Source: an optimization exercise on an open RTL-to-GDS flow (aim: small area, a short achievable clock period and few clock cycles per item). Production flows keep margins and buffers that such runs may drop. Where RTL was checked, it was by simulation tests only, not by an equivalence proof against the original. No functional check of the RTL was part of runs 1 to 3, 6 and 7. Power figures rest on the tool's default switching activity, not on a simulated workload.

==> design/flow/design.v <==
`timescale 1ns / 1ps
package acl_pkg;
	localparam int ENTRIES = 16;
	localparam int IDX_W   = 4;
	localparam int IP_W    = 32;
	localparam int MAC_W   = 48;
	localparam int SLOT_W  = 4;
	localparam int CFG_W   = 32;
	localparam logic CFG_OWN_IP = 1'b0;
	localparam logic CFG_MASK   = 1'b1;
	localparam logic CMD_LOOKUP = 1'b0;
	localparam logic CMD_LEARN  = 1'b1;
endpackage
`timescale 1ns / 1ps
module acl_cell (
	input  logic                       clk,
	input  logic                       we,
	input  logic [acl_pkg::IP_W-1:0]   wr_ip,
	input  logic [acl_pkg::MAC_W-1:0]  wr_mac,
	input  logic [acl_pkg::IP_W-1:0]   cmp_ip,
	output logic                       eq,
	output logic [acl_pkg::MAC_W-1:0]  mac
);
	logic [acl_pkg::IP_W-1:0] ip_q;
	logic [acl_pkg::MAC_W-1:0] mac_q;
	always_ff @(posedge clk) begin
		if (we) begin
			ip_q  <= wr_ip;
			mac_q <= wr_mac;
		end
	end
	assign eq  = (ip_q == cmp_ip);
	assign mac = mac_q;
endmodule
`timescale 1ns / 1ps
module arp_cache_lru_unit (
	input  logic              clk,
	input  logic              arst_n,
	input  logic              in_valid,
	output logic              in_stall,
	input  logic              command,
	input  logic [acl_pkg::IP_W-1:0]   ip_addr,
	input  logic [acl_pkg::MAC_W-1:0]  mac_addr,
	output logic              out_valid,
	input  logic              out_stall,
	output logic [acl_pkg::MAC_W-1:0]  found_mac,
	output logic              hit,
	output logic              is_bcast,
	output logic [acl_pkg::SLOT_W-1:0] slot_used,
	input  logic              cfg_we,
	input  logic              cfg_index,
	input  logic [acl_pkg::CFG_W-1:0]  cfg_data
);
	localparam int N     = acl_pkg::ENTRIES;
	localparam int IP_W  = acl_pkg::IP_W;
	localparam int MAC_W = acl_pkg::MAC_W;
	logic [IP_W-1:0]  own_ip_q;
	logic [IP_W-1:0]  mask_q;
	logic             w_vld_q;
	logic             w_cmd_q;
	logic             w_acc_q;
	logic             w_bcast_q;
	logic             w_same_q;
	logic [N-1:0]     w_match_q;
	logic [IP_W-1:0]  w_ip_q;
	logic [MAC_W-1:0] w_mac_q;
	logic [N-1:0]     prev_we_q;
	logic             w_hitraw_q;
	logic             w_mvict_q;
	logic             prev_any_q;
	logic             prev_evict_q;
	logic [N-1:0]     used_q;
	logic             newer_q [N][N];
	logic [N-1:0]     oldest_q;
	logic             out_valid_q;
	logic [MAC_W-1:0] found_q;
	logic             hit_q;
	logic             bcast_q;
	logic [3:0]       slot_q;
	logic             stall;
	logic             in_xfer;
	logic [N-1:0]     eq;
	logic [MAC_W-1:0] ent_mac [N];
	logic [N-1:0]     in_match;
	logic             in_bcast;
	logic             in_acc;
	logic [N-1:0]     mf;
	logic             w_hit;
	logic [N-1:0]     first_empty;
	logic [N-1:0]     second;
	logic [N-1:0]     alt;
	logic [N-1:0]     target;
	logic [N-1:0]     we;
	logic [3:0]       tgt_idx;
	logic [MAC_W-1:0] sel_mac;
	assign stall    = out_valid_q && out_stall;
	assign in_stall = out_stall;
	assign in_xfer  = in_valid && !out_stall;
	always_ff @(posedge clk or negedge arst_n) begin
		if (!arst_n) begin
			own_ip_q <= '0;
			mask_q   <= '0;
		end else if (cfg_we) begin
			if (cfg_index == acl_pkg::CFG_MASK) mask_q <= cfg_data;
			else                                own_ip_q <= cfg_data;
		end
	end
	for (genvar g = 0; g < N; g++) begin : g_ent
		acl_cell u_cell (
			.clk    (clk),
			.we     (we[g]),
			.wr_ip  (w_ip_q),
			.wr_mac (w_mac_q),
			.cmp_ip (ip_addr),
			.eq     (eq[g]),
			.mac    (ent_mac[g])
		);
	end
	assign in_match = eq & used_q;
	assign in_bcast = (ip_addr == '1) ||
		((mask_q != '0) && (ip_addr == (own_ip_q | ~mask_q)));
	assign in_acc   = (command == acl_pkg::CMD_LEARN) && (ip_addr != '0) &&
		(mac_addr != '0) && (mac_addr != '1);
	always_ff @(posedge clk or negedge arst_n) begin
		if (!arst_n) begin
			w_vld_q      <= 1'b0;
			prev_we_q    <= '0;
			prev_any_q   <= 1'b0;
			prev_evict_q <= 1'b0;
		end else if (!stall) begin
			w_vld_q      <= in_xfer;
			prev_we_q    <= we;
			prev_any_q   <= w_vld_q && w_acc_q;
			prev_evict_q <= w_vld_q && w_acc_q && !w_hit && used_q[N-1];
		end
	end
	always_ff @(posedge clk) begin
		if (in_xfer) begin
			w_cmd_q   <= command;
			w_acc_q   <= in_acc;
			w_bcast_q <= in_bcast;
			w_same_q  <= (ip_addr == w_ip_q);
			w_match_q <= in_match;
			w_hitraw_q <= |in_match;
			w_mvict_q  <= |(in_match & oldest_q);
			w_ip_q    <= ip_addr;
			w_mac_q   <= mac_addr;
		end
	end
	assign mf    = (w_match_q & ~prev_we_q) | (prev_we_q & {N{w_same_q}});
	assign w_hit = (w_same_q && prev_any_q) || (w_hitraw_q && !(w_mvict_q && prev_evict_q));
	always_comb begin
		for (int i = 0; i < N; i++) begin
			first_empty[i] = !used_q[i] && ((i == 0) || used_q[(i == 0) ? 0 : i-1]);
			second[i] = used_q[i] && !oldest_q[i];
			for (int j = 0; j < N; j++) begin
				if (j > i) second[i] = second[i] && (!used_q[j] || oldest_q[j] || !newer_q[i][j]);
				if (j < i) second[i] = second[i] && (!used_q[j] || oldest_q[j] ||  newer_q[j][i]);
			end
		end
	end
	assign alt    = used_q[N-1] ? oldest_q : first_empty;
	assign target = w_hit ? mf : alt;
	assign we     = target & {N{w_vld_q && w_acc_q}};
	always_ff @(posedge clk or negedge arst_n) begin
		if (!arst_n) begin
			used_q <= '0;
		end else if (!stall) begin
			used_q <= used_q | we;
		end
	end
	always_ff @(posedge clk) begin
		if (!stall) begin
			if (!used_q[0] && w_vld_q && w_acc_q) begin
				oldest_q <= N'(1);
			end else if (used_q[1] && |(we & oldest_q)) begin
				oldest_q <= second;
			end
		end
	end
	always_ff @(posedge clk) begin
		if (!stall) begin
			for (int i = 0; i < N; i++) begin
				for (int j = i + 1; j < N; j++) begin
					if (we[i])      newer_q[i][j] <= 1'b1;
					else if (we[j]) newer_q[i][j] <= 1'b0;
				end
			end
		end
	end
	always_comb begin
		tgt_idx = '0;
		sel_mac = '0;
		for (int i = 0; i < N; i++) begin
			if (target[i]) tgt_idx = tgt_idx | 4'(i);
			if (mf[i])     sel_mac = sel_mac | ent_mac[i];
		end
	end
	always_ff @(posedge clk or negedge arst_n) begin
		if (!arst_n) begin
			out_valid_q <= 1'b0;
		end else if (!stall) begin
			out_valid_q <= w_vld_q;
		end
	end
	always_ff @(posedge clk) begin
		if (!stall) begin
			if (w_cmd_q == acl_pkg::CMD_LOOKUP) begin
				found_q <= w_bcast_q ? '1 : sel_mac;
				hit_q   <= w_bcast_q || w_hit;
				bcast_q <= w_bcast_q;
				slot_q  <= (w_bcast_q || !w_hit) ? 4'd0 : tgt_idx;
			end else begin
				found_q <= '0;
				hit_q   <= w_acc_q;
				bcast_q <= 1'b0;
				slot_q  <= w_acc_q ? tgt_idx : 4'd0;
			end
		end
	end
	assign out_valid = out_valid_q;
	assign found_mac = found_q;
	assign hit       = hit_q;
	assign is_bcast  = bcast_q;
	assign slot_used = slot_q;
endmodule
==> design/flow/run.sh <==
#!/bin/bash
# synth_recipe.tcl (not shown) runs the flow's synth.tcl, then flattens the netlist and writes it again
# the make line also repeats each setting of config.mk as NAME=value (left out here)
make -C /OpenROAD-flow-scripts/flow DESIGN_CONFIG=/design/flow/config.mk WORK_HOME=/design/flow/orfs CLKGATE_MAP_FILE= SYNTH_SCRIPT=/design/flow/synth_recipe.tcl finish
==> design/flow/config.mk <==
export PLATFORM = sky130hd
export DESIGN_NAME = arp_cache_lru_unit
export DESIGN_NICKNAME = arp_cache_lru_unit
export VERILOG_FILES = /design/flow/design.v
export SDC_FILE = /design/flow/constraint.sdc
export NUM_CORES = 4
export LEC_CHECK = 0
export ABC_AREA = 1
export CAP_MARGIN = 20
export CORE_MARGIN = 2
export CORE_UTILIZATION = 60
export SETUP_SLACK_MARGIN = 2.8
export SLEW_MARGIN = 20
==> design/flow/constraint.sdc <==
create_clock -name core_clock -period 5.0 [get_ports {clk}]
set_input_delay 1.0000 -clock core_clock [delete_from_list [all_inputs] [get_ports {clk}]]
set_output_delay 1.0000 -clock core_clock [all_outputs]
set_load 0.01 [all_outputs]
==> results.json, run 1 <==
{
  "grt_pass1_vias": 46700,
  "area_growth_pct": 24.5,
  "vias": 52800,
  "hold_path.class": "input port to async pin",
  "setup_viol": 0,
  "drive_above_1_share": 0.189,
  "cp.required_ns": 5.64,
  "synth_area_sq_mm": 0.0694,
  "nFillCells": 7315,
  "r2r_slack_ns": 2.63,
  "synthCells": 5793,
  "place.gp.congestion": 1.05,
  "rr_worst_depth": 12,
  "cts_buffers": 170,
  "ys_seq_elements": 1672,
  "fmax_mhz": 403,
  "dp_hpwl_um": 139000,
  "hold_slack_ns": 0.370,
  "rsz0062_at_grt": "yes",
  "clock-root-buffer": "clkbuf_16",
  "num_rows": 124,
  "max_slew_margin": 0.101,
  "period_needed_ns": 2.48,
  "syn_area_per_cell_sq_um": 12.0,
  "status": "finished clean",
  "cts_tree": "done",
  "overflow": 0,
  "finalNetCount": 6531,
  "synth-seq-area-share": 0.717,
  "clock-sinks": 1672,
  "maxCapViolCount": 0,
  "ioPinCount": 175,
  "cts.path.max_buffers": 3,
  "hold_buffers": 0,
  "fin_crit_sh": 0.497,
  "p_sw_frac": 0.259,
  "clk_pin_slew_ns": 0.06,
  "cp_max_fo": 7,
  "grt_first_pass_wirelength_um": 352000,
  "crit_path_start_kind": "input port",
  "port_buffers": 174,
  "reg2reg_from": "w_same_q",
  "cp-end-kind": "flip-flop",
  "power_frac_comb": 0.125,
  "p_int_mw": 24.5,
  "ant_nets": 0,
  "vias_per_cell": 6.55,
  "worst_pin_slew_ns": 1.35,
  "grt_max_degree": 69,
  "cts.htree.levels": 4,
  "hold_viol": 0,
  "core_sq_mm": 0.115,
  "clock_latency_ns": 0.80,
  "slew_viol_final": 0,
  "antenna_found_initial": 11,
  "ir_drop_uv": 335,
  "finalCoreUtilization": 0.754,
  "die_area_sq_mm": 0.118,
  "wl_um": 277000,
  "met3_usage": 0.107,
  "route.detailed.drc": 0,
  "r2r_end": "found_q[8]",
  "drt_iter0_drc": 8474,
  "power_frac_seq": 0.496,
  "die_width_um": 344,
  "start_util": 0.606,
  "busiest_layer": "met2",
  "path_class": "input port to flip-flop",
  "post_drt_wl_per_cell_um": 34.4,
  "p_leak_nw": 33.3,
  "die_h_um": 344,
  "skew_ns": 0.0437,
  "setup_tns_ns": 0,
  "cp.arrival_ns": 3.12,
  "p_total_mw": 33.1,
  "synth.distinct_cells": 51,
  "powerDensity_mw_per_mm2": 383,
  "grtUsageMet1": 0.565,
  "clkPwrFrac": 0.379,
  "p_sw_mw": 8.57,
  "syn_nets": 5912,
  "drt_pass1_iterations": 9,
  "yosys_warnings": 5,
  "grtUsageTotal": 0.435,
  "met2_usage": 0.657
}
cells in the final DEF (no fill, tap or decap), types with 39 or more instances in the layout:
cell type / count
xnor2_1: 131
xor2_1: 69
nor2_2: 39
o21ai_0: 238
o22ai_1: 61
buf_6: 45
nand2_2: 62
nand3_1: 160
buf_12: 93
dfrtp_1: 97
a21oi_1: 57
clkbuf_16: 211
buf_16: 53
edfxtp_1: 1572
clkbuf_1: 51
nand4_1: 127
buf_2: 62
nand2_1: 1619
buf_4: 227
a22o_1: 57
nor2_1: 331
inv_1: 400
clkdlybuf4s50_1: 84
nor2_4: 45
power by group through the flow:
stage | clock [mW] | combinational, mW | sequential, mW
after floorplan | 0 | 1.49 | 16.6
after global placement | 0 | 2.85 | 16.7
after detailed placement | 0 | 2.87 | 16.7
after CTS | 12.5 | 3.43 | 16.4
after global routing | 13.0 | 4.17 | 16.4
final | 12.5 | 4.13 | 16.4
stage by stage:
step	setup WS, ns	area [sq um]	instances
3_5_place_dp	0.957	72900	7376
3_3_place_gp	0.946	72900	7376
4_1_cts	2.57	82600	7869
2_1_floorplan	1.58	69700	5793
6_report	2.52	86300	8067
5_1_grt	2.55	86300	8059
cell usage after synthesis, drive strengths merged:
cell type | number | share of area
or2 | 23 | 0.0021
a211oi | 64 | 0.0069
o21ai | 292 | 0.022
and3 | 4 | 0.00036
clkbuf | 52 | 0.0028
or4 | 1 | 0.00011
and2 | 17 | 0.0015
nand3b | 2 | 0.00022
nor2 | 413 | 0.022
a22oi | 1 | 0.00011
nand3 | 176 | 0.013
xor2 | 72 | 0.0091
edfxtp | 1572 | 0.68
dfrtp | 100 | 0.036
a32o | 5 | 0.00072
a22o | 57 | 0.0072
o31ai | 1 | 0.00011
nand2 | 1723 | 0.094
o221ai | 6 | 0.00076
o211ai | 9 | 0.00097
buf | 179 | 0.018
a221oi | 65 | 0.0089
clkinv | 4 | 0.00022
inv | 468 | 0.026
a31oi | 16 | 0.0014
a2111oi | 1 | 0.00013
xnor2 | 131 | 0.017
a21oi | 69 | 0.0050
nor2b | 1 | 0.000090
nor3 | 37 | 0.0027
nor4 | 36 | 0.0032
o22ai | 62 | 0.0056
nand4 | 127 | 0.011
o2111ai | 7 | 0.00088
kinds of logic after synthesis:
| group | count (synthesis) | share of synthesized area |
|---|---|---|
| simple gates | 2560 | 0.151 |
| xor+xnor | 203 | 0.0256 |
| compound gates | 655 | 0.0605 |
| flops | 1672 | 0.717 |
| buf+inv | 703 | 0.0464 |
worst max-delay path: stages:
cell	delay [ns]
dlygate4sd2_1	0.32
buf_6	0.19
xnor2_1	0.64
nand4_1	0.19
or4_1	0.64
nor2_1	0.13
sequential cells by signal, summed over array words and instances (netlist names), 16 cells and up:
register,flops
g_ent.u_cell.mac_q,768
g_ent.u_cell.ip_q,512
newer_q,120
found_q,48
w_mac_q,48
mask_q,32
own_ip_q,32
w_ip_q,32
oldest_q,16
prev_we_q,16
used_q,16
w_match_q,16
worst max path at each step:
stage	from	endpoint	slack (ns)	depth (start not counted)
finish	ip_addr[22]	w_same_q	2.52	6
floorplan	prev_evict_q	newer_q[18]	1.58	9
global route	ip_addr[22]	w_same_q	2.55	6
CTS	found_q[31]	found_mac[31]	2.57	1
global placement	ip_addr[21]	w_hitraw_q	0.95	14
detailed placement	ip_addr[21]	w_hitraw_q	0.96	14
per-layer routing:
metal  share of wire  wire length (um)
met4           0.099             27400
met3            0.15             41800
met2            0.43            119000
met1            0.32             88900
met5         0.00014                38
what timing repair did:
| action | in CTS | in global routing |
|---|---|---|
| setup endpoints to repair | 1762 | 1128 |
| endpoints found under the hold margin | 0 | 0 |
| gates resized for setup | 777 | 412 |
| cloned | 48 | 60 |
| setup buffers | 138 | 129 |
| pin swaps | 38 | 117 |
final cells by class:
cell class | count | area (sq um) | share of cell area
Timing Repair Buffer | 645 | 8180 | 0.0947
Clock buffer | 236 | 4710 | 0.0545
Antenna cell | 8 | 20.0 | 0.000232
Sequential cell | 1672 | 49700 | 0.576
Tap cell | 1512 | 1890 | 0.0219
Inverter | 472 | 2500 | 0.0290
Clock inverter | 71 | 707 | 0.00819
Multi-Input combinational cell | 3424 | 18300 | 0.212
Timing Repair inverter | 27 | 277 | 0.00320
==> inputs of run 2 (changes only) <==
--- a/design/flow/config.mk
+++ b/design/flow/config.mk
@@ -9,5 +9,5 @@
 export CAP_MARGIN = 20
 export CORE_MARGIN = 2
-export CORE_UTILIZATION = 60
+export CORE_UTILIZATION = 40
 export SETUP_SLACK_MARGIN = 2.8
 export SLEW_MARGIN = 20
==> run 2 against run 1 <==
Largest power group unchanged. Largest cell class unchanged. Synthesized area is the same. Worst setup slack worse by 0.018 ns. Sequential share of layout area is 0.55 points higher.
==> results.json, run 2 <==
{
  "status": "finished clean",
  "route.detailed.drc": 0,
  "p_leak_nw": 32.4,
  "cts_tree": "done",
  "finalNetCount": 6412,
  "num_rows": 152,
  "crit_start": "found_q[19]",
  "skew_ns": 0.0516,
  "synth_xor_area_frac": 0.0256,
  "path_cells": "buf_2",
  "r2r_end": "newer_q[69]",
  "synth_top_area_frac": 0.681,
  "synth-simple-area-share": 0.151,
  "cts.htree.levels": 4,
  "powerDensity_mw_per_mm2": 383,
  "hold_viol": 0,
  "syn_nets": 5912,
  "max_slew_margin": 0.310,
  "die_width_um": 420,
  "cp_max_fo": 1,
  "worst_pin_slew_ns": 1.03,
  "yosys_warnings": 5,
  "top_register": "g_ent.u_cell.mac_q",
  "post_drt_wl_per_cell_um": 30.8,
  "area_growth_pct": 23.3,
  "cts_buffers": 171,
  "setup_viol": 0,
  "r2r_slack_ns": 2.54,
  "ir_drop_uv": 405,
  "grt_first_pass_wirelength_um": 359000,
  "vias_per_cell": 5.80,
  "drt_iter0_drc": 7866,
  "clock-root-buffer": "clkbuf_16",
  "grtUsageTotal": 0.291,
  "slowest_stage": "edfxtp_1",
  "ant_nets": 0,
  "fin_crit_sh": 0.500,
  "hold_slack_ns": 0.281,
  "vias": 50800,
  "crit_path_start_kind": "flip-flop",
  "synth.distinct_cells": 51,
  "rsz0062_at_grt": "yes",
  "ioPinCount": 175,
  "setup_tns_ns": 0,
  "crit_family": "flip-flops",
  "synth_compound_area_frac": 0.0605,
  "clock-sinks": 1672,
  "die_h_um": 420,
  "syn_area_per_cell_sq_um": 12.0,
  "ys_seq_elements": 1672,
  "cp.arrival_ns": 1.50,
  "synth-adder-area-share": 0,
  "period_needed_ns": 2.50,
  "die_area_sq_mm": 0.177,
  "synthTopCellsByArea": "edfxtp_1 (68%), nand2_1 (9.3%), dfrtp_1 (3.6%)",
  "fmax_mhz": 400,
  "synth_area_sq_mm": 0.0694,
  "final_cell_mix": "nand2_1 (1608), edfxtp_1 (1572), inv_1 (398)",
  "grt_max_degree": 90,
  "place.gp.congestion": 0.976,
  "reg.largest.list": "g_ent.u_cell.mac_q x768, g_ent.u_cell.ip_q x512, newer_q x120",
  "cp_num_buf_inv": 1,
  "endpoint": "found_mac[19]",
  "reg2reg_from": "out_valid_q",
  "drt_pass1_iterations": 7,
  "synthCells": 5793,
  "synthArstFlopShare": 0.0598,
  "grt_pass1_vias": 46900,
  "synth_top_family_by_area": "simple AND/OR/NAND/NOR gates",
  "synth_edf_count": 1572,
  "layout_commonest_cell": "nand2_1",
  "cts.path.max_buffers": 3,
  "nFillCells": 14900,
  "largest_reg_flops": 768,
  "core_sq_mm": 0.172,
  "overflow": 0,
  "ys_top_cells_by_count": "nand2_1 (1713), edfxtp_1 (1572), inv_1 (428)",
  "cp.required_ns": 4.00,
  "cp-end-kind": "output port",
  "clk_pin_slew_ns": 0.06,
  "start_util": 0.403,
  "antenna_found_initial": 12,
  "hold_buffers": 0,
  "rr_worst_depth": 3,
  "path_class": "flip-flop to output port",
  "synth_area_leader_cell": "edfxtp_1",
  "wl_um": 269000,
  "synthFlopType": "edfxtp_1",
  "synthMuxAreaShare": 0,
  "port_buffers": 174,
  "slew_viol_final": 0,
  "drive_above_1_share": 0.173,
  "hold_path.class": "input port to async pin",
  "synth-seq-area-share": 0.717,
  "maxCapViolCount": 0,
  "max_stage_delay_ns": 0.49,
  "cp.depth": 1,
  "dp_hpwl_um": 144000,
  "clock_latency_ns": 0.84,
  "synth.most_common_cell": "nand2_1"
}
==> run 2: cell counts after synthesis <==
Identical to the previous run, type by type.
==> run 2: logic make-up (layout without fill, tap and decap cells) <==
logic type | after synthesis | in the layout
AND/OR/NAND/NOR | 2560 | 2560
AO/OA/AOI/OAI | 655 | 655
XOR/XNOR | 203 | 203
other | 0 | 9
buffers and inverters | 703 | 1343
flip-flops | 1672 | 1672
==> run 2: worst min path at each step <==
stage / startpoint / to / slack (ns) / cells after the start
3_5_place_dp: own_ip_q[2] / own_ip_q[2] / 0.47 / 2
4_1_cts: arst_n / mask_q[10] / 0.28 / 1
6_report: arst_n / mask_q[11] / 0.28 / 1
2_1_floorplan: own_ip_q[0] / own_ip_q[0] / 0.45 / 2
3_3_place_gp: own_ip_q[2] / own_ip_q[2] / 0.47 / 2
5_1_grt: arst_n / mask_q[11] / 0.33 / 1
==> run 2: layout make-up <==
type,instances,area [sq um],share of cell area
Multi-Input combinational cell,3418,18100,0.212
Sequential cell,1672,49700,0.581
Tap cell,2310,2890,0.0338
Clock buffer,229,4580,0.0536
Antenna cell,9,22.5,0.000263
Inverter,472,2430,0.0284
Clock inverter,84,856,0.0100
Timing Repair Buffer,536,6670,0.0780
Timing Repair inverter,22,255,0.00298
==> run 2: power breakdown <==
group          switching [mW]  leakage [nW]  internal [mW]
sequential              0.368          15.7           16.0
clock                    5.59          2.63           6.99
combinational            2.59          14.1           1.22
total                    8.55          32.4           24.2
==> run 2: metrics by stage <==
stage                      util  cell area, sq um  total power, mW  setup WS [ns]  instances
after CTS                 0.483             83100             32.4           2.44       8641
after detailed placement  0.430             73900             19.6          0.998       8166
after global routing      0.497             85500             33.5           2.49       8743
after floorplan               -             69700             18.1           1.58       5793
after global placement    0.430             73900             19.5           1.04       8164
final                     0.497             85500             32.8           2.50       8752
==> run 2: repair_timing <==
item,CTS,global route
resized for setup,795,340
endpoints found under the setup margin,1714,991
setup buffers,121,71
pin swaps,40,104
gates cloned,41,31
==> run 2: per-layer routing <==
metal,wire [um],vias up,track usage
li1,-,21200,-
met1,97600,25100,0.382
met2,121000,3750,0.457
met3,33500,770,0.0609
met4,16900,4,0.152
met5,52,-,0
==> inputs of run 3 (changes only) <==
--- a/design/flow/design.v
+++ b/design/flow/design.v
@@ -59,15 +59,16 @@
 	logic             w_vld_q;
 	logic             w_cmd_q;
-	logic             w_acc_q;
+	logic             w_learn_q;      
+	logic             w_mac_nz_q;
+	logic             w_mac_n1_q;
 	logic             w_bcast_q;
-	logic             w_same_q;
-	logic [N-1:0]     w_match_q;
+	logic             w_same_q;       
+	logic [N-1:0]     w_match_q;      
+	logic             w_hitraw_q;     
+	logic             w_mvict_q;      
 	logic [IP_W-1:0]  w_ip_q;
 	logic [MAC_W-1:0] w_mac_q;
-	logic [N-1:0]     prev_we_q;
-	logic             w_hitraw_q;
-	logic             w_mvict_q;
-	logic             prev_any_q;
-	logic             prev_evict_q;
+	logic             prev_any_q;     
+	logic             prev_evict_q;   
 	logic [N-1:0]     used_q;
 	logic             newer_q [N][N];
@@ -83,8 +84,10 @@
 	logic [MAC_W-1:0] ent_mac [N];
 	logic [N-1:0]     in_match;
+	logic             in_same;
 	logic             in_bcast;
-	logic             in_acc;
-	logic [N-1:0]     mf;
+	logic             w_acc;
 	logic             w_hit;
+	logic             wr_hit;
+	logic             wr_miss;
 	logic [N-1:0]     first_empty;
 	logic [N-1:0]     second;
@@ -94,4 +97,8 @@
 	logic [3:0]       tgt_idx;
 	logic [MAC_W-1:0] sel_mac;
+	logic [MAC_W-1:0] res_found;
+	logic             res_hit;
+	logic             res_bcast;
+	logic [3:0]       res_slot;
 	assign stall    = out_valid_q && out_stall;
 	assign in_stall = out_stall;
@@ -118,35 +125,34 @@
 	end
 	assign in_match = eq & used_q;
+	assign in_same  = (ip_addr == w_ip_q);
 	assign in_bcast = (ip_addr == '1) ||
 		((mask_q != '0) && (ip_addr == (own_ip_q | ~mask_q)));
-	assign in_acc   = (command == acl_pkg::CMD_LEARN) && (ip_addr != '0) &&
-		(mac_addr != '0) && (mac_addr != '1);
 	always_ff @(posedge clk or negedge arst_n) begin
 		if (!arst_n) begin
 			w_vld_q      <= 1'b0;
-			prev_we_q    <= '0;
 			prev_any_q   <= 1'b0;
 			prev_evict_q <= 1'b0;
 		end else if (!stall) begin
 			w_vld_q      <= in_xfer;
-			prev_we_q    <= we;
-			prev_any_q   <= w_vld_q && w_acc_q;
-			prev_evict_q <= w_vld_q && w_acc_q && !w_hit && used_q[N-1];
+			prev_any_q   <= w_vld_q && w_acc;
+			prev_evict_q <= w_vld_q && w_acc && !w_hit && used_q[N-1];
 		end
 	end
 	always_ff @(posedge clk) begin
 		if (in_xfer) begin
-			w_cmd_q   <= command;
-			w_acc_q   <= in_acc;
-			w_bcast_q <= in_bcast;
-			w_same_q  <= (ip_addr == w_ip_q);
-			w_match_q <= in_match;
+			w_cmd_q    <= command;
+			w_learn_q  <= (command == acl_pkg::CMD_LEARN) && (ip_addr != '0);
+			w_mac_nz_q <= (mac_addr != '0);
+			w_mac_n1_q <= (mac_addr != '1);
+			w_bcast_q  <= in_bcast;
+			w_same_q   <= in_same;
+			w_match_q  <= (in_match & ~we) | (we & {N{in_same}});
 			w_hitraw_q <= |in_match;
 			w_mvict_q  <= |(in_match & oldest_q);
-			w_ip_q    <= ip_addr;
-			w_mac_q   <= mac_addr;
-		end
-	end
-	assign mf    = (w_match_q & ~prev_we_q) | (prev_we_q & {N{w_same_q}});
+			w_ip_q     <= ip_addr;
+			w_mac_q    <= mac_addr;
+		end
+	end
+	assign w_acc = w_learn_q && w_mac_nz_q && w_mac_n1_q;
 	assign w_hit = (w_same_q && prev_any_q) || (w_hitraw_q && !(w_mvict_q && prev_evict_q));
 	always_comb begin
@@ -160,7 +166,9 @@
 		end
 	end
-	assign alt    = used_q[N-1] ? oldest_q : first_empty;
-	assign target = w_hit ? mf : alt;
-	assign we     = target & {N{w_vld_q && w_acc_q}};
+	assign alt     = used_q[N-1] ? oldest_q : first_empty;
+	assign wr_hit  = w_vld_q && w_acc && w_hit;
+	assign wr_miss = w_vld_q && w_acc && !w_hit;
+	assign we      = ({N{wr_hit}} & w_match_q) | ({N{wr_miss}} & alt);
+	assign target  = w_hit ? w_match_q : alt;
 	always_ff @(posedge clk or negedge arst_n) begin
 		if (!arst_n) begin
@@ -172,5 +180,5 @@
 	always_ff @(posedge clk) begin
 		if (!stall) begin
-			if (!used_q[0] && w_vld_q && w_acc_q) begin
+			if (!used_q[0] && w_vld_q && w_acc) begin
 				oldest_q <= N'(1);
 			end else if (used_q[1] && |(we & oldest_q)) begin
@@ -193,6 +201,19 @@
 		sel_mac = '0;
 		for (int i = 0; i < N; i++) begin
-			if (target[i]) tgt_idx = tgt_idx | 4'(i);
-			if (mf[i])     sel_mac = sel_mac | ent_mac[i];
+			if (target[i])    tgt_idx = tgt_idx | 4'(i);
+			if (w_match_q[i]) sel_mac = sel_mac | ent_mac[i];
+		end
+	end
+	always_comb begin
+		if (w_cmd_q == acl_pkg::CMD_LOOKUP) begin
+			res_found = w_bcast_q ? '1 : sel_mac;
+			res_hit   = w_bcast_q || w_hit;
+			res_bcast = w_bcast_q;
+			res_slot  = (w_bcast_q || !w_hit) ? 4'd0 : tgt_idx;
+		end else begin
+			res_found = '0;
+			res_hit   = w_acc;
+			res_bcast = 1'b0;
+			res_slot  = w_acc ? tgt_idx : 4'd0;
 		end
 	end
@@ -205,17 +226,8 @@
 	end
 	always_ff @(posedge clk) begin
-		if (!stall) begin
-			if (w_cmd_q == acl_pkg::CMD_LOOKUP) begin
-				found_q <= w_bcast_q ? '1 : sel_mac;
-				hit_q   <= w_bcast_q || w_hit;
-				bcast_q <= w_bcast_q;
-				slot_q  <= (w_bcast_q || !w_hit) ? 4'd0 : tgt_idx;
-			end else begin
-				found_q <= '0;
-				hit_q   <= w_acc_q;
-				bcast_q <= 1'b0;
-				slot_q  <= w_acc_q ? tgt_idx : 4'd0;
-			end
-		end
+		found_q <= (found_q & {MAC_W{stall}}) | (res_found & {MAC_W{!stall}});
+		hit_q   <= (hit_q & stall) | (res_hit & !stall);
+		bcast_q <= (bcast_q & stall) | (res_bcast & !stall);
+		slot_q  <= (slot_q & {4{stall}}) | (res_slot & {4{!stall}});
 	end
 	assign out_valid = out_valid_q;
==> run 3 against run 2 <==
Critical path depth rose by 11. Largest power group unchanged. Final cell count fell by 1.1%. Via count rose by 0.37%. Worst setup slack got worse by 0.0015 ns. Combinational power fell by 48%. Core utilization rose by 1.2 points. Sequential power fell by 5%. Highest routed layer unchanged. Clock skew rose by 0.0019 ns. Non-clock buffer count rose by 130. Count of clock-buffer cells in the layout fell by 9.
==> results.json, run 3 <==
{
  "drt_pass1_iterations": 7,
  "hold_path.class": "input port to async pin",
  "finalCoreUtilization": 0.509,
  "largest_reg_flops": 768,
  "rr_worst_depth": 12,
  "busiest_layer": "met2",
  "start_util": 0.404,
  "ir_drop_uv": 382,
  "cts.path.max_buffers": 3,
  "grtUsageTotal": 0.298,
  "skew_ns": 0.0535,
  "die_area_sq_mm": 0.174,
  "postLayoutCellArea_sq_mm": 0.0864,
  "cts.htree.levels": 4,
  "antenna_found_initial": 15,
  "hold_viol": 0,
  "synthTopCellsByArea": "edfxtp_1 (69%), nand2_1 (9.4%), dfrtp_1 (3.1%)",
  "grt_max_degree": 65,
  "route.detailed.drc": 0,
  "met3_usage": 0.0567,
  "ys_seq_elements": 1658,
  "powerDensity_mw_per_mm2": 357,
  "clk_pin_slew_ns": 0.06,
  "layout_commonest_cell": "nand2_1",
  "place.gp.congestion": 0.969,
  "synth_area_leader_cell": "edfxtp_1",
  "drive_above_1_share": 0.176,
  "reg.largest.list": "g_ent.u_cell.mac_q x768, g_ent.u_cell.ip_q x512, newer_q x120",
  "grt_first_pass_wirelength_um": 361000,
  "p_int_mw": 23.6,
  "grt_pass1_vias": 46200,
  "worst_pin_slew_ns": 1.05,
  "p_sw_frac": 0.235,
  "met2_usage": 0.456,
  "cp.arrival_ns": 3.06,
  "cp-end-kind": "flip-flop",
  "grtUsageMet1": 0.413,
  "slowest_stage": "edfxtp_1",
  "reg2reg_from": "w_learn_q",
  "vias_per_cell": 5.89,
  "ioPinCount": 175,
  "yosys_warnings": 5,
  "cts_tree": "done",
  "synth-seq-area-share": 0.721,
  "post_drt_wl_per_cell_um": 32.1,
  "syn_area_per_cell_sq_um": 12.1,
  "path_class": "flip-flop to flip-flop",
  "setup_tns_ns": 0,
  "synth.distinct_cells": 56,
  "fmax_mhz": 399,
  "p_sw_mw": 7.27,
  "status": "finished clean",
  "cp_max_fo": 8,
  "fin_crit_sh": 0.501,
  "dp_worst_setup_slack_ns": 0.854,
  "ant_nets": 0,
  "setup_viol": 0,
  "synth_top_area_frac": 0.690,
  "synthCells": 5656,
  "clock-sinks": 1658,
  "p_leak_nw": 32.6,
  "path_cells": "nand3_2 -> nor2_4 -> buf_6 -> bufbuf_16 -> nand4_1 -> nand2_1 -> nor2_1 -> nand2_1 -> o21ai_2 -> a21oi_4 -> buf_6 -> buf_12",
  "top_register": "g_ent.u_cell.mac_q",
  "synth_area_sq_mm": 0.0685,
  "drt_iter0_drc": 8089,
  "place_area_sq_mm": 0.0734,
  "ys_top_cells_by_count": "nand2_1 (1707), edfxtp_1 (1574), inv_1 (419)",
  "synthArstFlopShare": 0.0507,
  "rsz0062_at_grt": "yes",
  "synth_edf_count": 1574,
  "max_stage_delay_ns": 0.57,
  "crit_path_start_kind": "flip-flop",
  "r2r_slack_ns": 2.50,
  "clock-root-buffer": "clkbuf_16",
  "die_width_um": 418,
  "slew_viol_final": 0,
  "port_buffers": 174,
  "maxCapViolCount": 0,
  "max_slew_margin": 0.297,
  "wl_um": 278000,
  "syn_nets": 5775,
  "r2r_end": "oldest_q[14]",
  "cp.required_ns": 5.56,
  "num_rows": 151,
  "hold_buffers": 0,
  "period_needed_ns": 2.50,
  "area_growth_pct": 26.2,
  "power_frac_comb": 0.064,
  "finalNetCount": 6408,
  "synth.most_common_cell": "nand2_1",
  "core_sq_mm": 0.170,
  "cts_buffers": 174,
  "clock_latency_ns": 0.84,
  "vias": 51000,
  "fin_ws_ns": 2.50,
  "clkPwrFrac": 0.429,
  "die_h_um": 418,
  "final_cell_mix": "nand2_1 (1633), edfxtp_1 (1574), inv_1 (401)",
  "synthFlopType": "edfxtp_1",
  "overflow": 0,
  "power_frac_seq": 0.507,
  "dp_hpwl_um": 150000
}
[run 3: cell types whose count changed after synthesis, sizes merged, moves of 16 or more]
cell,delta
nor2,-57
buf,-36
clkbuf,+35
a211oi,-29
xor2,+27
xnor2,-26
o21ai,-23
a22o,+21
a221oi,+17
dfrtp,-16
inv,-16
[run 3: area by class of cell]
type | count | area (sq um)
Timing Repair Buffer | 666 | 8710
Timing Repair inverter | 9 | 98.8
Antenna cell | 7 | 17.5
Multi-Input combinational cell | 3326 | 17500
Sequential cell | 1658 | 49400
Clock inverter | 101 | 1180
Fill cell | 14300 | 83300
Clock buffer | 220 | 4600
Tap cell | 2218 | 2780
Inverter | 454 | 2150
[run 3: logic make-up after synthesis]
logic type,count (synthesis),synth area share
flip-flops,1658,0.721
AND/OR/NAND/NOR,2481,0.149
buffers and inverters,684,0.0434
XOR/XNOR,204,0.0261
AO/OA/AOI/OAI,629,0.0606
[run 3: critical path: cells and delay by family (launching register included)]
kind | cells | cell delay, ns
and+or+nand+nor | 6 | 0.71
buffers and inverters | 4 | 0.64
DFF | 1 | 0.57
AOI/OAI and AO/OA | 2 | 0.28
[run 3: what timing repair did]
item                                    4_1_cts  5_1_grt
gates resized for setup                     659      352
cloned                                       36       72
hold endpoints to repair                      0        0
endpoints found under the setup margin     1727      949
pin swaps                                    41       64
buffers inserted                            152       88
[run 3: power by group through the flow]
stage	Clock, mW	Sequential [mW]	Combinational (mW)
finish	13.2	15.6	1.99
global route	13.8	15.7	2.04
CTS	13.3	15.6	1.82
detailed placement	0	16.0	1.67
global placement	0	15.9	1.67
floorplan	0	15.9	0.712
[run 3: metal layers]
layer	vias to the layer above	routed length, um
li1	21100	-
met1	25400	105000
met2	3751	122000
met3	723	35600
met4	6	15200
met5	-	40
[run 3: worst max-delay path by stage]
stage | slack, ns | from | endpoint | cells past startpoint
after floorplan | 1.86 | used_q[15] | newer_q[24] | 11
after detailed placement | 0.85 | ip_addr[16] | w_hitraw_q | 15
final | 2.50 | w_learn_q | oldest_q[14] | 12
after CTS | 2.47 | flip-flop | found_mac[37] | 1
after global placement | 0.83 | ip_addr[16] | w_hitraw_q | 15
after global routing | 2.48 | flip-flop | found_mac[37] | 1
[run 3: metrics by stage]
stage,hold slack [ns],cells,total power [mW]
floorplan,0.453,5656,16.6
global placement,0.467,7981,17.6
detailed placement,0.476,7982,17.6
CTS,0.152,8491,30.8
global route,0.209,8653,31.5
finish,0.187,8659,30.9
==> inputs of run 4 (changes only) <==
--- a/design/flow/design.v
+++ b/design/flow/design.v
@@ -95,4 +95,6 @@
 	logic [N-1:0]     target;
 	logic [N-1:0]     we;
+	logic             hit_oldest;
+	logic             renew_oldest;
 	logic [3:0]       tgt_idx;
 	logic [MAC_W-1:0] sel_mac;
@@ -178,9 +180,11 @@
 		end
 	end
+	assign hit_oldest   = |(w_match_q & oldest_q);
+	assign renew_oldest = used_q[1] && ((wr_hit && hit_oldest) || (wr_miss && used_q[N-1]));
 	always_ff @(posedge clk) begin
 		if (!stall) begin
 			if (!used_q[0] && w_vld_q && w_acc) begin
 				oldest_q <= N'(1);
-			end else if (used_q[1] && |(we & oldest_q)) begin
+			end else if (renew_oldest) begin
 				oldest_q <= second;
 			end
--- a/design/flow/config.mk
+++ b/design/flow/config.mk
@@ -9,5 +9,5 @@
 export CAP_MARGIN = 20
 export CORE_MARGIN = 2
-export CORE_UTILIZATION = 40
-export SETUP_SLACK_MARGIN = 2.8
+export CORE_UTILIZATION = 50
+export SETUP_SLACK_MARGIN = 3.0
 export SLEW_MARGIN = 20
==> run 4 against run 3 <==
Flip-flop and latch count is the same. Sequential share of layout area down 4.1 points. Total power decreased by 0.29%. Design area is 7.7% higher. Highest routed layer unchanged.
==> results.json, run 4 <==
{
  "clock-root-buffer": "clkbuf_16",
  "ioPinCount": 175,
  "syn_nets": 5794,
  "status": "finished clean",
  "powerDensity_mw_per_mm2": 331,
  "largest_reg_flops": 768,
  "synth_top_area_frac": 0.692,
  "synthCells": 5675,
  "top_layer_used": "met5",
  "worst_pin_slew_ns": 0.854,
  "layout_commonest_cell": "edfxtp_1",
  "rsz0062_at_grt": "yes",
  "clock_latency_ns": 0.84,
  "dp_hpwl_um": 138000,
  "reg.largest.list": "g_ent.u_cell.mac_q x768, g_ent.u_cell.ip_q x512, newer_q x120",
  "ys_seq_elements": 1658,
  "port_buffers": 174,
  "postLayoutCellArea_sq_mm": 0.0931,
  "cts_buffers": 174,
  "cts_tree": "done",
  "yosys_warnings": 5,
  "synth.distinct_cells": 55,
  "drt_pass1_iterations": 7,
  "fin_cells": 8623,
  "synth-seq-area-share": 0.723,
  "clk_pin_slew_ns": 0.06,
  "drt_iter0_drc": 10600,
  "max_stage_delay_ns": 0.43,
  "hold_path.class": "input port to async pin",
  "path_class": "flip-flop to flip-flop",
  "synth_edf_count": 1574,
  "cp.required_ns": 5.57,
  "slew_viol_final": 0,
  "synthFlopType": "edfxtp_1",
  "grt_max_degree": 65,
  "num_rows": 135,
  "vias": 55600,
  "period_needed_ns": 2.69,
  "cts.path.max_buffers": 3,
  "crit_path_start_kind": "flip-flop",
  "die_area_sq_mm": 0.140,
  "overflow": 0,
  "crit_family": "buffers and inverters",
  "wl_met1_um": 101000,
  "max_slew_margin": 0.431,
  "fin_crit_sh": 0.538,
  "p_leak_nw": 35.4,
  "skew_ns": 0.0334,
  "finalNetCount": 6819,
  "start_util": 0.504,
  "route.detailed.drc": 0,
  "fmax_mhz": 371,
  "ys_top_cells_by_count": "nand2_1 (1731), edfxtp_1 (1574), inv_1 (430)",
  "ir_drop_uv": 338,
  "synthTopCellsByArea": "edfxtp_1 (69%), nand2_1 (9.5%), dfrtp_1 (3.1%)",
  "synth_area_leader_cell": "edfxtp_1",
  "hold_viol": 0,
  "cp_max_fo": 11,
  "place.gp.congestion": 0.966,
  "cts.htree.levels": 4,
  "synthArstFlopShare": 0.0507,
  "hold_buffers": 0,
  "top_register": "g_ent.u_cell.mac_q",
  "slowest_stage": "edfxtp_1",
  "place_area_sq_mm": 0.0727,
  "clock-sinks": 1658,
  "die_h_um": 374,
  "final_cell_mix": "edfxtp_1 (1574), nand2_1 (1566), inv_1 (375)",
  "synth_area_sq_mm": 0.0683,
  "dp_cells": 7556,
  "vias_per_cell": 6.44,
  "path_cells": "nand2_1 -> nand2_2 -> o21ai_4 -> buf_4 -> buf_6 -> buf_6 -> inv_12 -> buf_12 -> o21ai_4 -> nor2_4 -> buf_12 -> buf_16 -> buf_4 -> buf_16",
  "drive_above_1_share": 0.255,
  "wl_met3_um": 51800,
  "setup_viol": 0,
  "synth.most_common_cell": "nand2_1",
  "grtUsageTotal": 0.390,
  "die_width_um": 374,
  "wl_met2_um": 124000,
  "area_growth_pct": 36.3,
  "maxCapViolCount": 0,
  "setup_tns_ns": 0,
  "fin_ws_ns": 2.31,
  "cp.arrival_ns": 3.26,
  "ant_nets": 0,
  "antenna_found_initial": 12,
  "wl_um": 302000,
  "cp-end-kind": "flip-flop",
  "syn_area_per_cell_sq_um": 12.0,
  "grt_first_pass_wirelength_um": 378000,
  "cp_num_buf_inv": 9,
  "grt_pass1_vias": 49600,
  "post_drt_wl_per_cell_um": 35.0,
  "core_sq_mm": 0.135,
  "dp_worst_setup_slack_ns": 0.930
}
==> run 4: stage by stage <==
| step | hold WS, ns | util | power (mW) |
|---|---|---|---|
| detailed placement | 0.435 | 0.537 | 17.5 |
| floorplan | 0.453 | - | 16.6 |
| global placement | 0.432 | 0.536 | 17.5 |
| finish | 0.212 | 0.687 | 30.8 |
| CTS | 0.225 | 0.650 | 30.4 |
| global route | 0.270 | 0.687 | 31.3 |
==> run 4: area by class of cell <==
type                       instances  area [sq um]
timing repair inverter            16           267
timing repair buffer            1052         15000
inverter                         449          2070
fill                            9041         42400
clock buffer                     235          4800
antenna                            2          5.00
clock inverter                    81           791
tap                             1781          2230
multi-input combinational       3349         18600
sequential                      1658         49400
==> run 4: final timing paths <==
kind                            start  cells after the start  slack, ns                        end
min in group core_clock    w_ip_q[14]                      0       0.47   g_ent[1].u_cell.ip_q[14]
setup reg to reg            w_mvict_q                     14       2.31  g_ent[4].u_cell.mac_q[21]
hold / removal                 arst_n                      1       0.21                 mask_q[11]
setup / recovery            w_mvict_q                     14       2.31  g_ent[4].u_cell.mac_q[21]
max in group asynchronous      arst_n                      2       3.70                 used_q[15]
hold reg to reg            w_ip_q[14]                      0       0.47   g_ent[1].u_cell.ip_q[14]
==> run 4: layer usage <==
metal | vias up | global-route usage
li1 | 22000 | -
met1 | 26800 | 0.531
met2 | 5306 | 0.571
met3 | 1472 | 0.121
met4 | 10 | 0.191
met5 | - | 0
==> run 4: report_power, final <==
group	internal (mW)	switching (mW)
combinational	0.736	1.45
clock	7.31	5.65
sequential	15.4	0.195
total	23.5	7.29
==> run 4: timing repair <==
| action | in CTS | in global routing |
|---|---|---|
| endpoints found under the setup margin | 1808 | 1634 |
| gates cloned | 128 | 87 |
| resized for setup | 1276 | 493 |
| buffers inserted | 367 | 166 |
| pin swaps | 108 | 181 |
==> run 4: logic make-up (layout without fill, tap and decap cells) <==
kind of cell / Yosys count / count (layout) / share of synthesized area
other cells: 0 / 2 / 0
xor+xnor: 183 / 183 / 0.0235
flops: 1658 / 1658 / 0.723
simple gates: 2486 / 2505 / 0.149
compound gates: 660 / 661 / 0.0634
buf+inv: 688 / 1833 / 0.0415
Testbench counts of run 4, summed over its fixed seeds: cycles 8,016, items 8,000.
==> inputs of run 5 (changes only) <==
--- a/design/flow/config.mk
+++ b/design/flow/config.mk
@@ -9,5 +9,5 @@
 export CAP_MARGIN = 20
 export CORE_MARGIN = 2
-export CORE_UTILIZATION = 50
-export SETUP_SLACK_MARGIN = 3.0
+export CORE_UTILIZATION = 40
+export SETUP_SLACK_MARGIN = 2.8
 export SLEW_MARGIN = 20
==> run 5 against run 4 <==
Still clean on timing, DRC and antenna. Worst setup slack better by 0.18 ns. Synthesized cell count unchanged. Critical path depth down 13. Non-clock buffer count down 532. Worst hold slack better by 0.020 ns. Design area down 12%. Via count down 12%. Sequential power about the same. Register-to-register slack better by 0.38 ns. Final cell count down 1.2%. Critical path type is now flip-flop to output port. Largest cell class unchanged.
==> results.json, run 5 <==
{
  "nFillCells": 14600,
  "overflow": 0,
  "synth-seq-area-share": 0.723,
  "crit_family": "flip-flops",
  "dp_worst_setup_slack_ns": 1.04,
  "synthCells": 5675,
  "drt_iter0_drc": 7040,
  "path_cells": "buf_2",
  "clock-sinks": 1658,
  "synth_edf_count": 1574,
  "clk_pin_slew_ns": 0.06,
  "clkPwrFrac": 0.424,
  "route.detailed.drc": 0,
  "rsz0062_at_grt": "yes",
  "place.gp.congestion": 0.961,
  "post_drt_wl_per_cell_um": 28.4,
  "cts_tree": "done",
  "reg.largest.list": "g_ent.u_cell.mac_q x768, g_ent.u_cell.ip_q x512, newer_q x120",
  "layout_commonest_cell": "nand2_1",
  "yosys_warnings": 5,
  "finalNetCount": 6265,
  "synth.distinct_cells": 55,
  "num_rows": 151,
  "vias": 48900,
  "fin_ws_ns": 2.49,
  "wl_um": 242000,
  "skew_ns": 0.0542,
  "cts.htree.levels": 4,
  "slowest_stage": "edfxtp_1",
  "ant_nets": 0,
  "max_slew_margin": 0.315,
  "die_h_um": 417,
  "ir_drop_uv": 370,
  "hold_slack_ns": 0.232,
  "synthTopCellsByArea": "edfxtp_1 (69%), nand2_1 (9.5%), dfrtp_1 (3.1%)",
  "p_sw_frac": 0.230,
  "max_stage_delay_ns": 0.50,
  "cp.arrival_ns": 1.51,
  "period_needed_ns": 2.51,
  "start_util": 0.403,
  "area_growth_pct": 20.4,
  "drive_above_1_share": 0.146,
  "port_buffers": 174,
  "vias_per_cell": 5.74,
  "cts_buffers": 172,
  "r2r_slack_ns": 2.69,
  "grt_pass1_vias": 45500,
  "p_int_mw": 23.3,
  "synth_area_leader_cell": "edfxtp_1",
  "hold_path.class": "input port to async pin",
  "fmax_mhz": 398,
  "power_frac_seq": 0.516,
  "synthFlopType": "edfxtp_1",
  "fin_crit_sh": 0.503,
  "core_sq_mm": 0.169,
  "synth_top_area_frac": 0.692,
  "syn_area_per_cell_sq_um": 12.0,
  "p_leak_nw": 30.7,
  "synth_area_sq_mm": 0.0683,
  "grtUsageTotal": 0.269,
  "clock_latency_ns": 0.84,
  "setup_viol": 0,
  "maxCapViolCount": 0,
  "ys_top_cells_by_count": "nand2_1 (1731), edfxtp_1 (1574), inv_1 (430)",
  "antenna_found_initial": 9,
  "cts.path.max_buffers": 3,
  "cp-end-kind": "output port",
  "synth.most_common_cell": "nand2_1",
  "setup_tns_ns": 0,
  "powerDensity_mw_per_mm2": 369,
  "cp_num_buf_inv": 1,
  "power_frac_comb": 0.060,
  "path_class": "flip-flop to output port",
  "cp_max_fo": 1,
  "die_width_um": 417,
  "hold_viol": 0,
  "grt_max_degree": 105,
  "endpoint": "found_mac[43]",
  "reg2reg_from": "prev_evict_q",
  "crit_path_start_kind": "flip-flop",
  "slew_viol_final": 0,
  "ioPinCount": 175,
  "syn_nets": 5794,
  "p_sw_mw": 6.98,
  "clock-root-buffer": "clkbuf_16",
  "r2r_end": "g_ent[2].u_cell.mac_q[47]",
  "die_area_sq_mm": 0.174,
  "hold_buffers": 0,
  "worst_pin_slew_ns": 1.03,
  "rr_worst_depth": 9,
  "dp_hpwl_um": 138000,
  "largest_reg_flops": 768,
  "ys_seq_elements": 1658,
  "cp.required_ns": 4.00,
  "drt_pass1_iterations": 6,
  "cp.depth": 1,
  "final_cell_mix": "nand2_1 (1708), edfxtp_1 (1574), inv_1 (398)",
  "top_register": "g_ent.u_cell.mac_q",
  "status": "finished clean",
  "grt_first_pass_wirelength_um": 333000,
  "synthArstFlopShare": 0.0507
}
run 5: per-layer routing:
metal  GRT usage  wire length, um  vias to the layer above
met4       0.113            11200                        6
met3      0.0625            29800                      593
li1            -                -                    20800
met1       0.366            92300                    24300
met2       0.416           109000                     3258
met5           0               40                        -
run 5: power by group through the flow:
stage,clock network [mW],logic (mW),registers (mW)
6_report,12.9,1.81,15.6
5_1_grt,13.5,1.87,15.7
4_1_cts,13.0,1.70,15.6
3_5_place_dp,0,1.58,16.0
3_3_place_gp,0,1.57,15.9
2_1_floorplan,0,0.687,15.9
run 5: metrics by stage:
stage               area (sq um)  total power [mW]  utilization  instances
floorplan                  68500              16.6            -       5675
global placement           73100              17.5        0.432       7985
detailed placement         73200              17.5        0.432       7986
CTS                        81000              30.3        0.478       8440
global route               82200              31.0        0.485       8511
finish                     82200              30.3        0.485       8518
run 5: layout make-up:
class	count	area (sq um)	area share
Antenna cell	8	20.0	0.000244
Clock buffer	233	4720	0.0574
Clock inverter	87	878	0.0107
Inverter	449	1980	0.0241
Multi-Input combinational cell	3336	17000	0.206
Sequential cell	1658	49400	0.600
Tap cell	2218	2780	0.0338
Timing Repair Buffer	520	5430	0.0661
Timing Repair inverter	9	77.6	0.000944
run 5: cells by family after synthesis:
logic type | count (synthesis) | share of synthesized area
AOI/OAI and AO/OA | 660 | 0.0634
xor gates and xnor gates | 183 | 0.0235
buffers and inverters | 688 | 0.0415
DFF | 1658 | 0.723
and+or+nand+nor | 2486 | 0.149
run 5: worst min path at each step:
stage	cells after the start	slack [ns]	endpoint
floorplan	2	0.45	prev_evict_q
global placement	0	0.43	g_ent[8].u_cell.ip_q[7]
detailed placement	0	0.45	g_ent[8].u_cell.ip_q[7]
CTS	1	0.22	own_ip_q[18]
global route	1	0.28	mask_q[7]
finish	1	0.23	mask_q[7]
run 5: repair_timing:
| item | in CTS | in global routing |
|---|---|---|
| pin swaps | 38 | 31 |
| gates cloned | 18 | 12 |
| gates resized for setup | 612 | 184 |
| endpoints found under the setup margin | 1628 | 599 |
| setup buffers | 116 | 57 |
==> inputs of run 6 (changes only) <==
--- a/design/flow/design.v
+++ b/design/flow/design.v
@@ -225,13 +225,15 @@
 		if (!arst_n) begin
 			out_valid_q <= 1'b0;
+			found_q     <= '0;
+			hit_q       <= 1'b0;
+			bcast_q     <= 1'b0;
+			slot_q      <= '0;
 		end else if (!stall) begin
 			out_valid_q <= w_vld_q;
-		end
-	end
-	always_ff @(posedge clk) begin
-		found_q <= (found_q & {MAC_W{stall}}) | (res_found & {MAC_W{!stall}});
-		hit_q   <= (hit_q & stall) | (res_hit & !stall);
-		bcast_q <= (bcast_q & stall) | (res_bcast & !stall);
-		slot_q  <= (slot_q & {4{stall}}) | (res_slot & {4{!stall}});
+			found_q     <= res_found;
+			hit_q       <= res_hit;
+			bcast_q     <= res_bcast;
+			slot_q      <= res_slot;
+		end
 	end
 	assign out_valid = out_valid_q;
==> run 6 against run 5 <==
Final cell count increased by 0.94%. Combinational power increased by 6%. Synthesized cell count increased by 1.4%. Critical path type unchanged. Total power increased by 0.37%. Highest routed layer unchanged. Synthesized area about the same. Worst hold slack got worse by 0.17 ns. Wire length increased by 4.8%. Fmax increased by 0.39%.
==> results.json, run 6 <==
{
  "overflow": 0,
  "powerDensity_mw_per_mm2": 366,
  "dp_hpwl_um": 135000,
  "ant_nets": 0,
  "synthArstFlopShare": 0.0832,
  "cp-end-kind": "output port",
  "antenna_found_initial": 13,
  "synthCells": 5756,
  "hold_path.class": "input port to async pin",
  "setup_viol": 0,
  "cts.path.max_buffers": 3,
  "finalCoreUtilization": 0.491,
  "power_frac_seq": 0.513,
  "setup_tns_ns": 0,
  "postLayoutCellArea_sq_mm": 0.0832,
  "ys_top_cells_by_count": "nand2_1 (1815), edfxtp_1 (1520), nor2_1 (351)",
  "worst_pin_slew_ns": 1.03,
  "cts.htree.levels": 4,
  "grtUsageTotal": 0.277,
  "grt_first_pass_wirelength_um": 342000,
  "syn_area_per_cell_sq_um": 11.9,
  "hold_viol": 0,
  "ioPinCount": 175,
  "place.gp.congestion": 0.939,
  "synth_area_leader_cell": "edfxtp_1",
  "core_sq_mm": 0.169,
  "clock_latency_ns": 0.84,
  "p_leak_nw": 31.1,
  "period_needed_ns": 2.50,
  "max_stage_delay_ns": 0.51,
  "cp.required_ns": 4.00,
  "hold_slack_ns": 0.0597,
  "synth-seq-area-share": 0.718,
  "cts_buffers": 174,
  "grt_pass1_vias": 46000,
  "reg.largest.list": "g_ent.u_cell.mac_q x768, g_ent.u_cell.ip_q x512, newer_q x120",
  "clkPwrFrac": 0.424,
  "die_width_um": 417,
  "path_class": "flip-flop to output port",
  "fin_crit_sh": 0.501,
  "slowest_stage": "dfrtp_2",
  "path_cells": "buf_6",
  "crit_path_start_kind": "flip-flop",
  "num_rows": 151,
  "finalNetCount": 6347,
  "place_area_sq_mm": 0.0730,
  "drt_iter0_drc": 7317,
  "crit_family": "flip-flops",
  "route.detailed.drc": 0,
  "p_total_mw": 30.4,
  "drive_above_1_share": 0.155,
  "hold_buffers": 0,
  "status": "finished clean",
  "grt_max_degree": 105,
  "wl_um": 254000,
  "clock-root-buffer": "clkbuf_16",
  "layout_commonest_cell": "nand2_1",
  "cts_tree": "done",
  "die_h_um": 417,
  "power_frac_comb": 0.063,
  "final_cell_mix": "nand2_1 (1722), edfxtp_1 (1520), inv_1 (317)",
  "skew_ns": 0.0370,
  "ys_seq_elements": 1658,
  "cp_num_buf_inv": 1,
  "p_sw_mw": 7.08,
  "area_growth_pct": 21.7,
  "p_sw_frac": 0.233,
  "synth.distinct_cells": 55,
  "p_int_mw": 23.3,
  "synth.most_common_cell": "nand2_1",
  "post_drt_wl_per_cell_um": 29.5,
  "start_util": 0.403,
  "slew_viol_final": 0,
  "fmax_mhz": 399,
  "clk_pin_slew_ns": 0.06,
  "vias_per_cell": 5.78,
  "rsz0062_at_grt": "yes",
  "vias": 49700,
  "syn_nets": 5875,
  "cp.arrival_ns": 1.50,
  "nFillCells": 14600,
  "die_area_sq_mm": 0.174,
  "synth_area_sq_mm": 0.0683,
  "synth_edf_count": 1520,
  "synth_top_area_frac": 0.668,
  "cp_max_fo": 2,
  "clock-sinks": 1658,
  "synthFlopType": "edfxtp_1",
  "yosys_warnings": 5,
  "synthTopCellsByArea": "edfxtp_1 (67%), nand2_1 (10%), dfrtp_1 (5.1%)",
  "port_buffers": 174,
  "maxCapViolCount": 0,
  "max_slew_margin": 0.312,
  "drt_pass1_iterations": 6,
  "largest_reg_flops": 768,
  "ir_drop_uv": 381,
  "top_register": "g_ent.u_cell.mac_q"
}
-- run 6: cell types whose count changed in the layout (fill, tap and decap cells not counted), sizes merged, moves of 19 or more --
cell and change:
nand2 +89, inv -65, o21ai +57, dfrtp +54, edfxtp -54, nor3 +42, a221oi -28, nand4 +27
xor2 +26, a211oi -22, xnor2 -19
-- run 6: layout make-up --
type	instances	area, sq um	area share
Timing Repair inverter	12	116	0.00140
Tap cell	2218	2780	0.0334
Clock inverter	84	825	0.00991
Antenna cell	7	17.5	0.000211
Inverter	372	1830	0.0220
Sequential cell	1658	49100	0.590
Multi-Input combinational cell	3482	17500	0.211
Clock buffer	237	4760	0.0573
Timing Repair Buffer	528	6230	0.0749
-- run 6: logic make-up after synthesis --
family | count (synthesis) | share of synthesized area
compound gates | 620 | 0.0555
xor+xnor | 190 | 0.0243
buf+inv | 619 | 0.0402
flops | 1658 | 0.718
mux | 1 | 0.000146
simple gates | 2668 | 0.161
-- run 6: power by group through the flow --
stage	combinational [mW]	clock, mW	sequential [mW]
3_5_place_dp	1.64	0	15.9
5_1_grt	2.00	13.5	15.6
6_report	1.92	12.9	15.6
2_1_floorplan	0.733	0	15.9
4_1_cts	1.79	13.0	15.6
3_3_place_gp	1.63	0	15.9
-- run 6: metrics by stage --
step | std cells | setup slack [ns]
after floorplan | 5756 | 1.73
after global placement | 8036 | 0.675
after detailed placement | 8036 | 0.701
after CTS | 8486 | 2.45
after global routing | 8594 | 2.48
final | 8598 | 2.50
-- run 6: worst paths after layout --
kind	slack [ns]	cells past startpoint	end	startpoint
setup / recovery	2.50	1	found_mac[4]	found_q[4]
max in group asynchronous	3.71	2	found_q[11]	arst_n
hold / removal	0.06	1	own_ip_q[11]	arst_n
hold reg to reg	0.45	0	g_ent[1].u_cell.ip_q[0]	w_ip_q[0]
min in group core_clock	0.45	0	g_ent[1].u_cell.ip_q[0]	w_ip_q[0]
setup reg to reg	2.60	11	g_ent[11].u_cell.mac_q[11]	prev_evict_q
-- run 6: metal layers --
metal	part of all wire	global-route usage	wire length [um]	vias to the layer above
li1	-	-	-	21000
met1	0.37	0.373	95100	24600
met2	0.44	0.421	111000	3371
met3	0.13	0.0690	32600	679
met4	0.057	0.136	14600	8
met5	0.00017	0	42	-
-- run 6: what timing repair did --
| item | 4_1_cts | 5_1_grt |
|---|---|---|
| pin swaps | 22 | 32 |
| gates cloned | 29 | 27 |
| resized for setup | 659 | 198 |
| setup buffers | 100 | 77 |
| endpoints found under the setup margin | 1765 | 926 |
==> inputs of run 7 (changes only) <==
--- a/design/flow/design.v
+++ b/design/flow/design.v
@@ -72,6 +72,5 @@
 	logic             prev_evict_q;   
 	logic [N-1:0]     used_q;
-	logic             newer_q [N][N];
-	logic [N-1:0]     oldest_q;
+	logic [3:0]       lru_q [N];
 	logic             out_valid_q;
 	logic [MAC_W-1:0] found_q;
@@ -91,10 +90,11 @@
 	logic             wr_miss;
 	logic [N-1:0]     first_empty;
-	logic [N-1:0]     second;
+	logic [N-1:0]     lru_dec [N];
+	logic [N-1:0]     oldest;
+	logic [N-1:0]     pos_hit;
+	logic [N-1:0]     shift;
 	logic [N-1:0]     alt;
 	logic [N-1:0]     target;
 	logic [N-1:0]     we;
-	logic             hit_oldest;
-	logic             renew_oldest;
 	logic [3:0]       tgt_idx;
 	logic [MAC_W-1:0] sel_mac;
@@ -151,5 +151,5 @@
 			w_match_q  <= (in_match & ~we) | (we & {N{in_same}});
 			w_hitraw_q <= |in_match;
-			w_mvict_q  <= |(in_match & oldest_q);
+			w_mvict_q  <= |(in_match & oldest);
 			w_ip_q     <= ip_addr;
 			w_mac_q    <= mac_addr;
@@ -161,12 +161,11 @@
 		for (int i = 0; i < N; i++) begin
 			first_empty[i] = !used_q[i] && ((i == 0) || used_q[(i == 0) ? 0 : i-1]);
-			second[i] = used_q[i] && !oldest_q[i];
-			for (int j = 0; j < N; j++) begin
-				if (j > i) second[i] = second[i] && (!used_q[j] || oldest_q[j] || !newer_q[i][j]);
-				if (j < i) second[i] = second[i] && (!used_q[j] || oldest_q[j] ||  newer_q[j][i]);
-			end
-		end
-	end
-	assign alt     = used_q[N-1] ? oldest_q : first_empty;
+		end
+		for (int m = 0; m < N; m++) begin
+			lru_dec[m] = N'(1) << lru_q[m];
+		end
+	end
+	assign oldest  = lru_dec[0];
+	assign alt     = used_q[N-1] ? oldest : first_empty;
 	assign wr_hit  = w_vld_q && w_acc && w_hit;
 	assign wr_miss = w_vld_q && w_acc && !w_hit;
@@ -180,23 +179,18 @@
 		end
 	end
-	assign hit_oldest   = |(w_match_q & oldest_q);
-	assign renew_oldest = used_q[1] && ((wr_hit && hit_oldest) || (wr_miss && used_q[N-1]));
+	always_comb begin
+		for (int m = 0; m < N; m++) begin
+			pos_hit[m] = used_q[N-1-m] && |(lru_dec[m] & w_match_q);
+		end
+		for (int m = 0; m < N; m++) begin
+			shift[m] = wr_miss || (wr_hit && |(pos_hit & ~(N'('1) << (m + 1))));
+		end
+	end
 	always_ff @(posedge clk) begin
 		if (!stall) begin
-			if (!used_q[0] && w_vld_q && w_acc) begin
-				oldest_q <= N'(1);
-			end else if (renew_oldest) begin
-				oldest_q <= second;
+			for (int m = 0; m < N-1; m++) begin
+				if (shift[m]) lru_q[m] <= lru_q[m+1];
 			end
-		end
-	end
-	always_ff @(posedge clk) begin
-		if (!stall) begin
-			for (int i = 0; i < N; i++) begin
-				for (int j = i + 1; j < N; j++) begin
-					if (we[i])      newer_q[i][j] <= 1'b1;
-					else if (we[j]) newer_q[i][j] <= 1'b0;
-				end
-			end
+			if (shift[N-1]) lru_q[N-1] <= tgt_idx;
 		end
 	end
==> run 7 against run 6 <==
Worst setup slack lost 0.061 ns. Synthesized area shrank 2.9%. Design area grew 5.8%. Via count grew 5.0%. Clock skew grew 0.017 ns. Core utilization grew 4.3 points. Count of clock-buffer cells in the layout shrank 10. Non-clock buffer count grew 382.
==> results.json, run 7 <==
{
  "synthFlopType": "edfxtp_1",
  "synth_area_leader_cell": "edfxtp_1",
  "slowest_stage": "edfxtp_1",
  "crit_path_start_kind": "flip-flop",
  "cp.depth": 10,
  "ir_drop_uv": 406,
  "die_h_um": 411,
  "cp.required_ns": 5.54,
  "cp_max_fo": 8,
  "synthArstFlopShare": 0.0870,
  "ant_nets": 0,
  "r2r_slack_ns": 2.43,
  "skew_ns": 0.0536,
  "max_slew_margin": 0.306,
  "cts.path.max_buffers": 3,
  "synth_top_area_frac": 0.655,
  "largest_reg_flops": 768,
  "crit_start": "lru_q[0][2]",
  "finalNetCount": 6348,
  "ioPinCount": 175,
  "period_needed_ns": 2.57,
  "powerDensity_mw_per_mm2": 336,
  "synthCells": 5416,
  "p_leak_nw": 31.9,
  "cp_num_buf_inv": 5,
  "drive_above_1_share": 0.222,
  "vias_per_cell": 6.10,
  "yosys_warnings": 7,
  "status": "finished clean",
  "path_class": "flip-flop to flip-flop",
  "drt_iter0_drc": 8422,
  "clock_latency_ns": 0.84,
  "ys_seq_elements": 1586,
  "num_rows": 149,
  "hold_viol": 0,
  "core_sq_mm": 0.165,
  "route.detailed.drc": 0,
  "rsz0062_at_grt": "yes",
  "nFillCells": 13200,
  "synth.most_common_cell": "edfxtp_1",
  "fmax_mhz": 390,
  "cts_tree": "done",
  "worst_pin_slew_ns": 1.04,
  "start_util": 0.403,
  "clock-root-buffer": "clkbuf_16",
  "reg2reg_from": "lru_q[0][2]",
  "fin_crit_sh": 0.513,
  "area_growth_pct": 32.6,
  "post_drt_wl_per_cell_um": 31.7,
  "setup_tns_ns": 0,
  "antenna_found_initial": 14,
  "drt_pass1_iterations": 10,
  "wl_um": 271000,
  "cts_buffers": 165,
  "final_cell_mix": "edfxtp_1 (1448), nand2_1 (1153), nor2_1 (321)",
  "layout_commonest_cell": "edfxtp_1",
  "cp-end-kind": "flip-flop",
  "clock-sinks": 1586,
  "maxCapViolCount": 0,
  "endpoint": "g_ent[1].u_cell.mac_q[26]",
  "clk_pin_slew_ns": 0.06,
  "setup_viol": 0,
  "path_cells": "buf_6 -> buf_6 -> nor4_4 -> nand2_1 -> o211ai_1 -> o21ai_2 -> nor2_4 -> buf_12 -> buf_12 -> buf_16",
  "port_buffers": 174,
  "synth_edf_count": 1448,
  "overflow": 0,
  "max_stage_delay_ns": 0.48,
  "hold_path.class": "input port to async pin",
  "slew_viol_final": 0,
  "reg.largest.list": "g_ent.u_cell.mac_q x768, g_ent.u_cell.ip_q x512, lru_q x64",
  "r2r_end": "g_ent[1].u_cell.mac_q[26]"
}
run 7: worst min-delay path by stage:
stage	depth (start not counted)	startpoint	slack [ns]	end
5_1_grt	1	arst_n	0.24	found_q[24]
4_1_cts	1	arst_n	0.21	found_q[24]
3_5_place_dp	0	lru_q[3][3]	0.44	lru_q[2][3]
2_1_floorplan	0	lru_q[1][3]	0.42	lru_q[0][3]
6_report	1	arst_n	0.19	found_q[24]
3_3_place_gp	0	lru_q[11][3]	0.45	lru_q[10][3]
run 7: cells by family after synthesis:
| logic type | after synthesis | share of synthesized area |
|---|---|---|
| DFF | 1586 | 0.707 |
| xor gates and xnor gates | 213 | 0.0281 |
| and+or+nand+nor | 2316 | 0.155 |
| AOI/OAI and AO/OA | 713 | 0.0695 |
| buffers and inverters | 588 | 0.0407 |
run 7: report_power, final:
part	internal, mW	switching, mW
clock	7.20	5.37
combinational	0.709	1.34
sequential	14.7	0.232
run 7: through the flow:
step | power, mW | util | hold slack [ns] | setup WS, ns
detailed placement | 16.8 | 0.432 | 0.444 | 0.934
global placement | 16.8 | 0.432 | 0.449 | 0.929
finish | 29.6 | 0.534 | 0.188 | 2.43
floorplan | 15.9 | - | 0.421 | 2.03
CTS | 29.3 | 0.510 | 0.214 | 2.50
global route | 30.2 | 0.534 | 0.241 | 2.38
run 7: cell type report:
class	count	area [sq um]	area share
sequential	1586	47000	0.533
multi-input combinational	3244	18300	0.208
timing repair buffer	910	12800	0.145
clock buffer	227	4520	0.0514
tap	2189	2740	0.0311
inverter	308	1710	0.0195
clock inverter	77	917	0.0104
timing repair inverter	14	128	0.00145
antenna	5	12.5	0.000142
run 7: timing repair:
item | CTS | global route
gates cloned | 90 | 70
buffers inserted | 309 | 119
setup endpoints to repair | 1560 | 1438
hold buffers | 0 | 0
pin swaps | 91 | 70
resized for setup | 947 | 363
run 7: routing by layer:
metal / GRT usage / wire (um)
met5: 0 / 68
met3: 0.0858 / 40200
met4: 0.148 / 18400
met2: 0.450 / 116000
met1: 0.398 / 96400

Check on run 7: ideal ports give 2.434 ns setup slack; a clkbuf_16 on the clock port and buf_2 on the inputs give 2.434 ns; moving port delays by the midpoint clock arrival (0.901 ns) as well gives 1.806 ns.
